What follows belongs to an exercise in optimizing a design on an open flow for small area and a short achievable clock period; a production flow would make more cautious choices.
The RTL was checked by simulation tests, not by an equivalence proof against the original design.
No activity file was given, so power comes from the tool's default toggle rates.

==> flow/design.v (excerpt) <==
module alu_top (
  input  wire        clk,
  input  wire        rst,
  input  wire        en,
  input  wire [70:0] req,
  output wire [15:0] res,
  output wire [3:0]  flags,
  output wire        done
);
  wire [5:0]  opcode = req[70:65];
  wire [15:0] acc    = req[64:49];
  wire [15:0] x      = req[48:33];
  wire [15:0] y      = req[32:17];
  wire [15:0] imm    = req[16:1];
  wire        ra     = req[0];
  wire [15:0] reg_word, m2, a, b, bx;
  wire        cin;
  wire [15:0] pr, gn, sum, prod, shift_val;
  wire        add_cout, add_ovf, mul_ovf, prod_zero;
  operand_select operand_select_inst (
    .opcode   (opcode),
    .acc      (acc),
    .x        (x),
    .y        (y),
    .imm      (imm),
    .ra       (ra),
    .reg_word (reg_word),
    .m2       (m2),
    .a        (a),
    .b        (b),
    .bx       (bx),
    .cin      (cin)
  );
  arith_unit arith_unit_inst (
    .a         (a),
    .bx        (bx),
    .cin       (cin),
    .reg_word  (reg_word),
    .m2        (m2),
    .pr        (pr),
    .gn        (gn),
    .sum       (sum),
  ...
Settings: LEC_CHECK=0, ABC_AREA=1, CAP_MARGIN=20, CORE_MARGIN=2, CORE_UTILIZATION=40, SETUP_SLACK_MARGIN=4, SLEW_MARGIN=20; clock period 11.5 ns.
standard.sh (not shown) runs the stock make flow with config.mk's settings and CLKGATE_MAP_FILE= SYNTH_SCRIPT=/design/flow/synth_recipe.tcl, a recipe that flattens the netlist after the stock synthesis.
==> flow/flow/run.sh <==
#!/bin/bash
# The standard layout, with synthesis left to ABC alone: no full-adder
# extraction, so ABC sees (and times) the adder and multiplier logic whole.
set -euo pipefail
bash standard.sh ADDER_MAP_FILE= finish > standard.log 2>&1
Edit:
==> flow/flow/run.sh (replaced) <==
#!/bin/bash
# The standard layout with two changes: synthesis without full-adder
# extraction (ABC then sees and times the adder and multiplier logic whole),
# and the port buffers made from buf_2 rather than the delay cell
# buffer_ports picks by default.
set -euo pipefail
bash standard.sh ADDER_MAP_FILE= "BUFFER_PORTS_ARGS=-buffer_cell sky130_fd_sc_hd__buf_2" finish > standard.log 2>&1
- CORE_UTILIZATION: 40 -> 60
- PLACE_DENSITY: default -> 0.75
- SETUP_SLACK_MARGIN: 4 -> 5
Effect:
- The changed run ran to the end with no violations
- core utilization climbs by 21 points
- sequential power fell by about 0.7%
- clock power goes down by about 1%
- die area falls by 33%
- final area goes down by 2.5%
- synthesized cell count does not change
- final cell count drops by 3.1%
- register-to-register slack got worse by 0.09 ns
- worst hold slack is worse by 0.0079 ns
- routed wire length is lower by 4.2%
Edit:
- CORE_UTILIZATION: 60 -> 40
- PLACE_DENSITY: 0.75 -> default
- SETUP_SLACK_MARGIN: 5 -> 4.5
Outcome: Critical path depth goes down by 2. Cell count rises by 3.3%. Final area is lower by 1.5%. Maximum frequency went down by 5.9%. Sequential cell count does not change. Worst setup slack is worse by 0.39 ns.
Edit:
==> flow/flow/run.sh (replaced) <==
#!/bin/bash
# The standard layout with two changes: synthesis without full-adder
# extraction (ABC then sees and times the adder and multiplier logic whole),
# and the port buffers made from buf_1 rather than the delay cell
# buffer_ports picks by default.
set -euo pipefail
bash standard.sh ADDER_MAP_FILE= "BUFFER_PORTS_ARGS=-buffer_cell sky130_fd_sc_hd__buf_1" finish > standard.log 2>&1
- CORE_UTILIZATION: 40 -> 60
- PLACE_DENSITY: default -> 0.75
- SETUP_SLACK_MARGIN: 4.5 -> 5
Effect: Routed wire length falls by 3.5%. Clock skew is unchanged. Design area falls by 0.93%. Power falls by 2.4%. Global-route usage rises by 12 points. Setup slack improved by 0.50 ns. Hold slack improved by 0.034 ns. Sequential power is about the same. Maximum frequency rises by 8.2%.
Edit:
==> flow/flow/run.sh (replaced) <==
#!/bin/bash
# The standard layout with two changes: synthesis without full-adder
# extraction (ABC then sees and times the adder and multiplier logic whole),
# and the port buffers made from buf_2 rather than the delay cell
# buffer_ports picks by default.
set -euo pipefail
bash standard.sh ADDER_MAP_FILE= "BUFFER_PORTS_ARGS=-buffer_cell sky130_fd_sc_hd__buf_2" finish > standard.log 2>&1
- CORE_UTILIZATION: 60 -> 40
- PLACE_DENSITY: 0.75 -> default
Sequential share of layout area fell by 0.11 points. Non-clock buffer count rose by 7. Cell area rose by about 3%. Setup slack got worse by 0.17 ns. Sequential power stays flat. Fmax fell by about 2.6%. Core utilization fell by 21 points. Via count fell by about 2%. Global-route usage fell by 12 points. Clock power fell by about 3%. Worst hold slack got worse by 0.033 ns.
Edit:
==> flow/flow/run.sh (replaced) <==
#!/bin/bash
# The standard layout, with synthesis left to ABC alone: no full-adder
# extraction, so ABC sees (and times) the adder and multiplier logic whole.
set -euo pipefail
bash standard.sh ADDER_MAP_FILE= finish > standard.log 2>&1
- SETUP_SLACK_MARGIN: 5 -> default
After rerunning: The new run finished with timing, DRC and antenna clean. Final area rose slightly. Wire length rose slightly. Maximum frequency fell by roughly a tenth. Clock-buffer cell count rose by 1. Global-route usage rose by 1.1 points. Area after synthesis is unchanged. First-iteration DRC count fell by roughly a tenth. Non-clock buffer count fell by 23. Total power hardly moves. Setup slack degrades by 1.0 ns. Flip-flop and latch count is unchanged.

[afterwards: timing with drivers on the ports]
Ports are ideal in the flow. The routed layouts listed here were re-timed in OpenROAD.
Step 1 assumes that a clkbuf_16 drives the clock port and a buf_2 every other input.
Step 2, shift: input delay + t, output delay - t, t = (earliest + latest rising clock arrival at the registers) / 2. This alone moves slack from input paths to output paths.
Three values: ideal ports, drivers, drivers and shift; two values: the first two.
run | shift t [ns] | setup WS [ns] | pins driven straight from the clock port
the first run | 0.282 | 4.496 / 4.496 / 4.214 | 1
the second run | 0.281 | 5.281 / 5.291 / 5.010 | 1
the third run | 0.278 | 4.893 / 4.906 / 4.628 | 1
the fourth run | 0.282 | 5.394 / 5.375 / 5.093 | 1
the fifth run | 0.278 | 5.228 / 5.241 / 4.963 | 1
the sixth run | 0.282 | 4.216 / 4.222 / 3.940 | 1
After both steps setup and hold are still met in every run listed. For the fourth run, which loses most, drivers alone change the setup slack by -0.019 ns; drivers and shift together by -0.301 ns.
